What follows belongs to an exercise in optimizing a design on an open flow for small area, a short achievable clock period and few clock cycles; a production flow would make more cautious choices.
In this exercise RTL edits were held to simulation tests only and were not proved equivalent to the original.

==> trial 30 <==
## nearest_neighbour_tour
module nearest_neighbour_tour #(
  parameter int MAX_CITIES = 64,
  parameter int P = 4,
  parameter int NSQ = 3
) (
  input  wire logic              clk,
  input  wire logic              rst_n,
  input  wire logic              in_valid,
  output logic                   in_stall,
  input  wire logic [49:0]       in_data,
  output logic                   out_valid,
  input  wire logic              out_stall,
  output logic [39:0]            out_data
);
  localparam int LP   = $clog2(P);
  localparam int ROWS = MAX_CITIES / P;
  localparam int RW   = (ROWS > 1) ? $clog2(ROWS) : 1;
  localparam int KW   = 56;   
  logic        in_stall_r;
  logic        ib_v;
  logic [49:0] ib_d;
  logic        run_pend;
  wire  logic  accept = in_valid && !in_stall_r;
  wire  logic [1:0] ib_cmd = ib_d[49:48];
  logic        busy_r;           
  logic        tail_r;           
  logic [6:0]  count_r;
  logic        dropped_r;
  logic [5:0]  pos0_r;           
  logic [1:0]  status_r;
  logic [6:0]  a_r;              
  logic [5:0]  m_r;              
  logic [53:0] cur_r;            
  logic [5:0]  fin_id;           
  logic [30:0] total_r;
  logic        close_done_r;
  logic [6:0]  a_last;
  logic [6:0]  close_slot;
  assign a_last     = a_r - 7'd1;
  assign close_slot = count_r - 7'd1;
  logic        wr_en;
  logic [5:0]  wr_slot;
  logic [53:0] wr_data;
  logic [53:0] rd_q [P];
  logic        rd_v, rd_first, rd_last, rd_close, rd_init, rd_stream, rd_skip;
  logic [RW-1:0] rd_row;
  logic [LP-1:0] rd_slane;
  logic          stream_ok;      
  logic          st_v;           
  logic [5:0]    st_slot;
  genvar gl;
  generate
    for (gl = 0; gl < P; gl++) begin : g_bank
      logic [53:0] bank [ROWS];
      always_ff @(posedge clk) begin
        if (wr_en && wr_slot[LP-1:0] == LP'(gl)) begin
  ...
==> flow/config.mk <==
export PLATFORM = sky130hd
export DESIGN_NAME = nearest_neighbour_tour
export DESIGN_NICKNAME = nearest_neighbour_tour
export VERILOG_FILES = /design/flow/design.v
export SDC_FILE = /design/flow/constraint.sdc
export NUM_CORES = 4
export LEC_CHECK = 0
export CAP_MARGIN = 20
export CORE_MARGIN = 2
export CORE_UTILIZATION = 40
export PLACE_DENSITY = 0.6
export SLEW_MARGIN = 20
==> flow/constraint.sdc <==
create_clock -name core_clock -period 12.0 [get_ports {clk}]
set_input_delay 2.4000 -clock core_clock [delete_from_list [all_inputs] [get_ports {clk}]]
set_output_delay 2.4000 -clock core_clock [all_outputs]
set_load 0.01 [all_outputs]
standard.sh (not shown) runs the stock make flow with config.mk's settings and CLKGATE_MAP_FILE= SYNTH_SCRIPT=/design/flow/synth_recipe.tcl, a recipe that flattens the netlist after the stock synthesis.
==> flow/flow/run.sh <==
#!/bin/bash
# The standard layout, with timing repair asked for extra setup slack so
# that the achieved period (clock period less setup slack) shrinks. The SDC,
# clock period and synthesis are the standard flow's own.
set -euo pipefail
bash standard.sh SETUP_SLACK_MARGIN=8 finish > standard_flow.log 2>&1
==> trial 83: changes against trial 30 <==
--- a/flow/design.v
+++ b/flow/design.v
@@ -1404,44 +1404,38 @@
   logic        dropped_r;
   logic [5:0]  pos0_r;           
   logic [1:0]  status_r;
   logic [6:0]  a_r;              
   logic [5:0]  m_r;              
   logic [53:0] cur_r;            
-  logic [5:0]  fin_id;           
   logic [30:0] total_r;
   logic        close_done_r;
   logic [6:0]  a_last;
   logic [6:0]  close_slot;
   assign a_last     = a_r - 7'd1;
   assign close_slot = count_r - 7'd1;
   logic        wr_en;
   logic [5:0]  wr_slot;
   logic [53:0] wr_data;
   logic [53:0] rd_q [P];
-  logic        rd_v, rd_first, rd_last, rd_close, rd_init, rd_stream, rd_skip;
+  logic        rd_v, rd_first, rd_last, rd_close, rd_init;
   logic [RW-1:0] rd_row;
-  logic [LP-1:0] rd_slane;
-  logic          stream_ok;      
-  logic          st_v;           
-  logic [5:0]    st_slot;
   genvar gl;
   generate
     for (gl = 0; gl < P; gl++) begin : g_bank
       logic [53:0] bank [ROWS];
       always_ff @(posedge clk) begin
         if (wr_en && wr_slot[LP-1:0] == LP'(gl)) begin
           bank[wr_slot[5:LP]] <= wr_data;
         end
         rd_q[gl] <= bank[rd_row];
       end
     end
   endgenerate
-  logic          p1_v, p1_first, p1_last, p1_close, p1_init, p1_stream, p1_skip;
+  logic          p1_v, p1_first, p1_last, p1_close, p1_init;
   logic [RW-1:0] p1_row;
-  logic [LP-1:0] p1_slane;
   logic          p2_v, p2_first, p2_last, p2_close;
   logic [RW-1:0] p2_row;
   logic          p3_v, p3_first, p3_last, p3_close;
   logic [RW-1:0] p3_row;
   logic          p4_v, p4_first, p4_last, p4_close;
   logic [RW-1:0] p4_row;
@@ -1455,13 +1449,12 @@
       p1_v <= rd_v; p1_init <= rd_init;
       p2_v <= p1_v;
       p3_v <= p2_v;
       p4_v <= p3_v;
     end
     p1_first <= rd_first; p1_last <= rd_last; p1_close <= rd_close; p1_row <= rd_row;
-    p1_stream <= rd_stream; p1_skip <= rd_skip; p1_slane <= rd_slane;
     p2_first <= p1_first; p2_last <= p1_last; p2_close <= p1_close; p2_row <= p1_row;
     p3_first <= p2_first; p3_last <= p2_last; p3_close <= p2_close; p3_row <= p2_row;
     p4_first <= p3_first; p4_last <= p3_last; p4_close <= p3_close; p4_row <= p3_row;
   end
   logic [23:0] d_sx [P], d_sy [P];
   logic        d_nx [P], d_ny [P];
@@ -1481,16 +1474,12 @@
                               .b(~{cur_r[53], cur_r[53:30]}), .cin(1'b1), .s(dx), .cout());
       nnt_add #(.W(25)) u_dy (.a({rd_q[gl][29], rd_q[gl][29:6]}),
                               .b(~{cur_r[29], cur_r[29:6]}), .cin(1'b1), .s(dy), .cout());
       always_comb begin
         if (p1_close) begin
           lv = (slot == close_slot[5:0]);
-        end else if (p1_stream) begin
-          lv = (p1_slane == LP'(gl));
-        end else if (p1_skip) begin
-          lv = 1'b0;
         end else begin
           lv = ({1'b0, slot} < a_r) && (slot != m_r);
         end
       end
       always_ff @(posedge clk) begin
         d_sx[gl] <= dx[23:0] ^ {24{dx[24]}};
@@ -1656,13 +1645,12 @@
   assign in_stall  = in_stall_r;
   typedef enum logic [1:0] { E_IDLE, E_ISSUE, E_WAIT } estate_t;
   estate_t       e_st;
   logic [RW-1:0] e_row, e_lastrow;
   logic [6:0]    e_a;           
   logic          e_close;
-  logic          e_skip;        
   logic [1:0]    e_wait;
   logic          e_prev;        
   logic          e_go;
   logic [6:0]    e_a_next;
   assign e_a_next = e_a - 7'd1;
   assign e_go = (sq_cap >= (e_prev ? 4'd2 : 4'd1)) && !sv_r && !(ov_r && e_prev);
@@ -1670,24 +1658,19 @@
   logic final_push;
   assign run_req   = !busy_r && (run_pend || (ib_v && ib_cmd == nnt_pkg::CMD_RUN));
   assign run_ok    = !tail_r && !ov_r && !sv_r;
   assign start_run = run_req && run_ok && (count_r != '0);
   assign run_empty = run_req && run_ok && (count_r == '0);
   assign cmd_now   = !busy_r && !run_pend && ib_v && ib_cmd != nnt_pkg::CMD_RUN;
-  logic run_stream;
-  assign run_stream = stream_ok && (count_r != 7'd1);
   assign final_push = close_done_r && !sq_pv && sq_busy == '0 && sq_done == '0 && !sum_v_r && !sv_r;
   always_comb begin
     push   = 1'b0;
-    push_d = {fin_id, total_r, 1'b1, status_r};
+    push_d = {cur_r[5:0], total_r, 1'b1, status_r};
     if (run_empty) begin
       push   = 1'b1;
       push_d = {6'd0, 31'd0, 1'b1, nnt_pkg::ST_EMPTY};
-    end else if (start_run && run_stream) begin
-      push   = 1'b1;
-      push_d = {6'd0, 31'd0, 1'b0, dropped_r ? nnt_pkg::ST_DROPPED : nnt_pkg::ST_OK};
     end else if (p1_init) begin
       push   = 1'b1;
       push_d = {6'd0, 31'd0, (count_r == 7'd1), status_r};
     end else if (leg_fin && a_r != 7'd2) begin
       push   = 1'b1;
       push_d = {w_e[5:0], 31'd0, 1'b0, status_r};
@@ -1696,13 +1679,13 @@
     end
   end
   logic busy_nxt, run_pend_nxt;
   always_comb begin
     busy_nxt = busy_r;
     if (start_run) busy_nxt = 1'b1;
-    if (p1_v && p1_close) busy_nxt = 1'b0;
+    if (e_st == E_ISSUE && e_close && e_go) busy_nxt = 1'b0;
     if (p1_init && count_r == 7'd1) busy_nxt = 1'b0;
     run_pend_nxt = run_req && !run_ok;
   end
   logic [53:0] rd_q_pos0, rd_q_last;
   always_comb begin
     rd_q_pos0 = '0;
@@ -1715,16 +1698,13 @@
   always_ff @(posedge clk) begin
     rd_v     <= 1'b0;
     rd_first <= 1'b0;
     rd_last  <= 1'b0;
     rd_close <= 1'b0;
     rd_init  <= 1'b0;
-    rd_stream <= 1'b0;
-    rd_skip  <= 1'b0;
     wr_en    <= 1'b0;
-    st_v     <= 1'b0;
     sq_pv    <= sq_pv && (sq_start == '0);
     sum_v_r <= (sq_done != '0);
     sum_r   <= sq_sum;
     if (sum_v_r) total_r <= total_nxt;
     ib_d <= in_data;
     ib_v <= accept;
@@ -1735,13 +1715,12 @@
       busy_r       <= 1'b0;
       tail_r       <= 1'b0;
       count_r      <= '0;
       dropped_r    <= 1'b0;
       pos0_r       <= '0;
       e_st         <= E_IDLE;
-      stream_ok    <= 1'b1;
       sq_pv        <= 1'b0;
       close_done_r <= 1'b0;
       sum_v_r      <= 1'b0;
     end else begin
       busy_r     <= busy_nxt;
       run_pend   <= run_pend_nxt;
@@ -1754,66 +1733,46 @@
               dropped_r <= 1'b1;
             end else begin
               wr_en   <= 1'b1;
               wr_slot <= count_r[5:0];
               wr_data <= {ib_d[47:0], count_r[5:0]};
               count_r <= count_r + 7'd1;
-              if (stream_ok) begin
-                if (count_r == '0) begin
-                  cur_r <= {ib_d[47:0], 6'd0};
-                end else begin
-                  st_v    <= 1'b1;
-                  st_slot <= count_r[5:0];
-                end
-              end
             end
           end
           nnt_pkg::CMD_CLEAR: begin
             count_r   <= '0;
             dropped_r <= 1'b0;
             pos0_r    <= '0;
-            stream_ok <= 1'b1;
           end
           default: begin
           end
         endcase
       end
-      if (st_v) begin
-        rd_v      <= 1'b1;
-        rd_row    <= st_slot[5:LP];
-        rd_first  <= (st_slot == 6'd1);
-        rd_stream <= 1'b1;
-        rd_slane  <= st_slot[LP-1:0];
-      end
       if (start_run) begin
-        stream_ok <= 1'b0;
         tail_r    <= 1'b1;
         status_r  <= dropped_r ? nnt_pkg::ST_DROPPED : nnt_pkg::ST_OK;
         a_r       <= count_r;
         m_r       <= pos0_r;
         total_r   <= '0;
-        if (!run_stream) rd_row <= pos0_r[5:LP];
-        rd_init   <= !run_stream;
+        rd_row    <= pos0_r[5:LP];
+        rd_init   <= 1'b1;
         e_a       <= count_r;
         e_prev    <= 1'b0;
         e_close   <= 1'b0;
-        e_skip    <= run_stream;
-        e_row     <= run_stream ? RW'((count_r - 7'd1) >> LP) : '0;
+        e_row     <= '0;
         e_lastrow <= RW'((count_r - 7'd1) >> LP);
         e_st      <= (count_r == 7'd1) ? E_IDLE : E_ISSUE;
       end
       case (e_st)
         E_ISSUE: begin
-          if ((e_row != '0 && !e_skip) || e_go) begin
+          if (e_row != '0 || e_go) begin
             rd_v     <= 1'b1;
             rd_row   <= e_close ? RW'(close_slot[5:LP]) : e_row;
-            rd_first <= (e_row == '0) && !e_skip;
+            rd_first <= (e_row == '0);
             rd_last  <= e_close || (e_row == e_lastrow);
             rd_close <= e_close;
-            rd_skip  <= e_skip;
-            e_skip   <= 1'b0;
             if (e_close || e_row == e_lastrow) begin
               e_row  <= '0;
               e_wait <= 2'd3;
               e_prev <= 1'b1;
               if (e_close) begin
                 e_st   <= E_IDLE;
@@ -1849,13 +1808,12 @@
         wr_en   <= 1'b1;
         wr_slot <= a_last[5:0];
         wr_data <= cur_r;
       end
       if (leg_fin) begin
         cur_r <= w_e;
-        fin_id <= w_e[5:0];
         m_r   <= m_new;
         a_r   <= a_last;
         sq_pv <= 1'b1;
         sq_pd <= w_key[54:6];
       end
       if (close_fin) begin
==> flow/flow/run.sh (replaced) <==
#!/bin/bash
# The standard layout, with timing repair asked for extra setup slack so
# that the achieved period (clock period less setup slack) shrinks. The SDC,
# clock period and synthesis are the standard flow's own.
set -euo pipefail
bash standard.sh SETUP_SLACK_MARGIN=7 finish > standard_flow.log 2>&1
==> build 73: changes against trial 30 <==
--- a/flow/design.v
+++ b/flow/design.v
@@ -1254,15 +1254,15 @@
   assign g[0] = {a & b, cin};
   assign p[0] = {a ^ b, 1'b0};
   genvar lv, i;
   generate
     for (lv = 0; lv < L; lv++) begin : g_lv
       for (i = 0; i < N; i++) begin : g_i
-        if (i >= (1 << lv)) begin : g_op
-          assign g[lv+1][i] = g[lv][i] | (p[lv][i] & g[lv][i-(1<<lv)]);
-          assign p[lv+1][i] = p[lv][i] & p[lv][i-(1<<lv)];
+        if ((i >> lv) % 2 == 1) begin : g_op
+          assign g[lv+1][i] = g[lv][i] | (p[lv][i] & g[lv][((i >> lv) << lv) - 1]);
+          assign p[lv+1][i] = p[lv][i] & p[lv][((i >> lv) << lv) - 1];
         end else begin : g_pass
           assign g[lv+1][i] = g[lv][i];
           assign p[lv+1][i] = p[lv][i];
         end
       end
     end
@@ -1421,58 +1421,67 @@
   logic        rd_v, rd_first, rd_last, rd_close, rd_init, rd_stream, rd_skip;
   logic [RW-1:0] rd_row;
   logic [LP-1:0] rd_slane;
   logic          stream_ok;      
   logic          st_v;           
   logic [5:0]    st_slot;
+  logic [RW-1:0] rd_addr;
+  logic [5:0]    b_rd_slot;
+  logic          leg_fin_q;
+  assign rd_addr = leg_fin_q ? b_rd_slot[5:LP] : rd_row;
   genvar gl;
   generate
     for (gl = 0; gl < P; gl++) begin : g_bank
       logic [53:0] bank [ROWS];
       always_ff @(posedge clk) begin
         if (wr_en && wr_slot[LP-1:0] == LP'(gl)) begin
           bank[wr_slot[5:LP]] <= wr_data;
         end
-        rd_q[gl] <= bank[rd_row];
       end
+      assign rd_q[gl] = bank[rd_addr];
     end
   endgenerate
   logic          p1_v, p1_first, p1_last, p1_close, p1_init, p1_stream, p1_skip;
   logic [RW-1:0] p1_row;
   logic [LP-1:0] p1_slane;
   logic          p2_v, p2_first, p2_last, p2_close;
   logic [RW-1:0] p2_row;
   logic          p3_v, p3_first, p3_last, p3_close;
   logic [RW-1:0] p3_row;
   logic          p4_v, p4_first, p4_last, p4_close;
   logic [RW-1:0] p4_row;
+  assign p1_v      = rd_v;
+  assign p1_init   = rd_init;
+  assign p1_first  = rd_first;
+  assign p1_last   = rd_last;
+  assign p1_close  = rd_close;
+  assign p1_row    = rd_row;
+  assign p1_stream = rd_stream;
+  assign p1_skip   = rd_skip;
+  assign p1_slane  = rd_slane;
   always_ff @(posedge clk) begin
     if (!rst_n) begin
-      p1_v <= 1'b0; p1_init <= 1'b0;
       p2_v <= 1'b0;
       p3_v <= 1'b0;
       p4_v <= 1'b0;
     end else begin
-      p1_v <= rd_v; p1_init <= rd_init;
       p2_v <= p1_v;
       p3_v <= p2_v;
       p4_v <= p3_v;
     end
-    p1_first <= rd_first; p1_last <= rd_last; p1_close <= rd_close; p1_row <= rd_row;
-    p1_stream <= rd_stream; p1_skip <= rd_skip; p1_slane <= rd_slane;
     p2_first <= p1_first; p2_last <= p1_last; p2_close <= p1_close; p2_row <= p1_row;
     p3_first <= p2_first; p3_last <= p2_last; p3_close <= p2_close; p3_row <= p2_row;
     p4_first <= p3_first; p4_last <= p3_last; p4_close <= p3_close; p4_row <= p3_row;
   end
   logic [23:0] d_sx [P], d_sy [P];
   logic        d_nx [P], d_ny [P];
   logic        d_v [P];
-  logic [53:0] d_e [P];           
+  logic [5:0]  d_id [P];          
   logic [48:0] t_r0 [P], t_r1 [P];
   logic        t_v [P];
-  logic [53:0] t_e [P];
+  logic [5:0]  t_id [P];
   generate
     for (gl = 0; gl < P; gl++) begin : g_lane
       logic [24:0] dx, dy;
       logic [5:0]  slot;
       logic        lv;
       logic [48:0] r0, r1;
@@ -1495,60 +1504,56 @@
       always_ff @(posedge clk) begin
         d_sx[gl] <= dx[23:0] ^ {24{dx[24]}};
         d_nx[gl] <= dx[24];
         d_sy[gl] <= dy[23:0] ^ {24{dy[24]}};
         d_ny[gl] <= dy[24];
         d_v[gl]  <= lv;
-        d_e[gl]  <= rd_q[gl];
+        d_id[gl] <= rd_q[gl][5:0];
       end
       nnt_sos u_sos (
         .sx(d_sx[gl]), .nx(d_nx[gl]), .sy(d_sy[gl]), .ny(d_ny[gl]),
         .r0(r0), .r1(r1)
       );
       always_ff @(posedge clk) begin
         t_r0[gl] <= r0;
         t_r1[gl] <= r1;
         t_v[gl]  <= d_v[gl];
-        t_e[gl]  <= d_e[gl];
+        t_id[gl] <= d_id[gl];
       end
     end
   endgenerate
   logic [48:0] u_dist [P];
   logic        u_v [P];
-  logic [53:0] u_e [P];
+  logic [5:0]  u_id [P];
   generate
     for (gl = 0; gl < P; gl++) begin : g_cpa
       logic [48:0] cdist;
       nnt_add #(.W(49)) u_cpa (.a(t_r0[gl]), .b(t_r1[gl]), .cin(1'b0), .s(cdist), .cout());
       always_ff @(posedge clk) begin
         u_dist[gl] <= cdist;
         u_v[gl]    <= t_v[gl];
-        u_e[gl]    <= t_e[gl];
+        u_id[gl]   <= t_id[gl];
       end
     end
   endgenerate
   localparam int NC = P + 1;
   logic [KW-1:0] b_key;
-  logic [53:0]   b_e;
   logic [5:0]    b_slot;
   logic [KW-1:0] c_key [NC];
-  logic [53:0]   c_e [NC];
   logic [5:0]    c_slot [NC];
   logic [NC-1:0] c_win;
   logic [NC-1:0] c_le [NC];
   logic [KW-1:0] w_key;
-  logic [53:0]   w_e;
+  logic [LP-1:0] w_lane;
   logic [5:0]    w_slot;
   always_comb begin
     for (int i = 0; i < P; i++) begin
-      c_key[i]  = {!u_v[i], u_dist[i], u_e[i][5:0]};
-      c_e[i]    = u_e[i];
+      c_key[i]  = {!u_v[i], u_dist[i], u_id[i]};
       c_slot[i] = {p4_row, LP'(i)};
     end
     c_key[P]  = p4_first ? {KW{1'b1}} : b_key;
-    c_e[P]    = b_e;
     c_slot[P] = b_slot;
   end
   generate
     for (gl = 0; gl < NC * NC; gl++) begin : g_cle
       if ((gl % NC) > (gl / NC)) begin : g_pair
         logic lt_ji;
@@ -1565,28 +1570,44 @@
       for (int j = 0; j < NC; j++) begin
         if (j < i) c_win[i] = c_win[i] & !c_le[j][i];
         if (j > i) c_win[i] = c_win[i] & c_le[i][j];
       end
     end
     w_key  = '0;
-    w_e    = '0;
+    w_lane = '0;
     w_slot = '0;
     for (int i = 0; i < NC; i++) begin
       w_key  = w_key  | ({KW{c_win[i]}} & c_key[i]);
-      w_e    = w_e    | ({54{c_win[i]}} & c_e[i]);
       w_slot = w_slot | ({6{c_win[i]}} & c_slot[i]);
     end
+    for (int i = 0; i < P; i++) begin
+      w_lane = w_lane | ({LP{c_win[i]}} & LP'(i));
+    end
   end
   always_ff @(posedge clk) begin
     if (p4_v) begin
       b_key  <= w_key;
-      b_e    <= w_e;
       b_slot <= w_slot;
     end
   end
   wire logic leg_fin   = p4_v && p4_last && !p4_close;
+  assign leg_fin_q = leg_fin;
+  assign b_rd_slot = (b_slot == a_last[5:0]) ? m_r : b_slot;
+  logic [53:0] lr_e [P];          
+  logic [53:0] rd_q_best;
+  always_ff @(posedge clk) begin
+    if (p1_v && p1_last) begin
+      for (int i = 0; i < P; i++) lr_e[i] <= rd_q[i];
+    end
+  end
+  always_comb begin
+    rd_q_best = '0;
+    for (int i = 0; i < P; i++) begin
+      if (b_rd_slot[LP-1:0] == LP'(i)) rd_q_best = rd_q[i];
+    end
+  end
   wire logic close_fin = p4_v && p4_last && p4_close;
   logic [5:0] m_new;
   assign m_new = (w_slot == a_last[5:0]) ? m_r : w_slot;
   logic          sq_pv;
   logic [48:0]   sq_pd;
   logic [NSQ-1:0] sq_busy, sq_done, sq_start;
@@ -1687,13 +1708,13 @@
       push_d = {6'd0, 31'd0, 1'b0, dropped_r ? nnt_pkg::ST_DROPPED : nnt_pkg::ST_OK};
     end else if (p1_init) begin
       push   = 1'b1;
       push_d = {6'd0, 31'd0, (count_r == 7'd1), status_r};
     end else if (leg_fin && a_r != 7'd2) begin
       push   = 1'b1;
-      push_d = {w_e[5:0], 31'd0, 1'b0, status_r};
+      push_d = {w_key[5:0], 31'd0, 1'b0, status_r};
     end else if (final_push) begin
       push   = 1'b1;
     end
   end
   logic busy_nxt, run_pend_nxt;
   always_comb begin
@@ -1848,14 +1869,14 @@
       if (p2_v && p2_last && !p2_close) begin
         wr_en   <= 1'b1;
         wr_slot <= a_last[5:0];
         wr_data <= cur_r;
       end
       if (leg_fin) begin
-        cur_r <= w_e;
-        fin_id <= w_e[5:0];
+        cur_r <= c_win[P] ? rd_q_best : lr_e[w_lane];
+        fin_id <= w_key[5:0];
         m_r   <= m_new;
         a_r   <= a_last;
         sq_pv <= 1'b1;
         sq_pd <= w_key[54:6];
       end
       if (close_fin) begin
Settings changed: CORE_UTILIZATION 40 to 50, PLACE_DENSITY 0.6 to 0.65.
==> qor summary <==
item                                                                         build 73                trial 83                       trial 30
Compound-gate portion of the synthesized area                                  0.0805                  0.0624                         0.0655
Number of non-clock inverters                                                       -                    3063                           3082
Minimum hold slack                                                                  -                0.286 ns                       0.282 ns
Clock buffer count from CTS                                                       584                     639                            633
Metal1 wirelength                                                                   -               412000 um                      425000 um
Multi-input combinational gate total                                                -                   14351                          14500
Die W                                                                          792 um                  900 um                         902 um
Weighted congestion at the end of routability-driven global placement            1.00                   0.939                          0.940
Layout-stage area growth over the synthesis result                                  -                   12.3%                          18.9%
Topmost layer with routed signal wires                                              -                    met5                           met5
Die H                                                                          792 um                  900 um                         902 um
Worst min path class                                                                -  flip-flop to flip-flop         flip-flop to flip-flop
Post-synthesis register bit count                                                5393                    6013                           6036
Starting DRC count in detailed routing                                              -                   21241                          24167
Max frequency                                                                       -                 198 MHz                        221 MHz
Period minus WS final                                                               -                 5.05 ns                        4.52 ns
Status                                                                 did not finish  timing/DRC/antenna clean       finished with violations
Failing step                                                           global routing                       -                              -
Layout check failures                                                               -                       -  capacitance limit, slew limit
Layout Cell Area excl Fill                                                          -            360000 sq um                   384000 sq um
Antenna violation net count after detailed routing                                  -                       0                              0
Half-perimeter wire length of the detailed placement result                 739000 um               695000 um                      696000 um
Worst path buffer plus inverter count                                               -                       2                              6
Testbench counts of trial 30, summed over its fixed seeds: cycles 16,560.
Testbench counts of trial 83, summed over its fixed seeds: cycles 16,871.
Testbench counts of build 73, summed over its fixed seeds: cycles 16,432.

re-timing with driven ports:
In the flow no input, the clock included, has a driving cell. The finished layouts below were timed again as built, in two steps.
Step 1 (the two cells are an assumption about what drives the block):
set clk [get_ports {clk}]
set_driving_cell -lib_cell sky130_fd_sc_hd__clkbuf_16 $clk
set_driving_cell -lib_cell sky130_fd_sc_hd__buf_2 [delete_from_list [all_inputs] $clk]
Step 2 moves the port delays by t, midway between the first and last clock arrival at a register: inputs arrive t later, outputs are due t later. That takes back most of the time a late clock gives input paths.
a / b / c = ideal / step 1 / step 2; a / b = the first two.
| run | t (ns) | slack for setup (ns) | hold WS [ns] | worst setup path at the end |
|---|---|---|---|---|
| trial 30 | 1.276 | 7.480 / 7.480 / 6.976 | 0.282 / 0.282 / 0.282 | input to register |
| trial 83 | 1.248 | 6.950 / 6.940 / 6.391 | 0.286 / 0.286 / 0.286 | input to register |
For trial 83, which loses most, drivers alone change the setup slack by -0.010 ns; drivers and shift together by -0.559 ns.
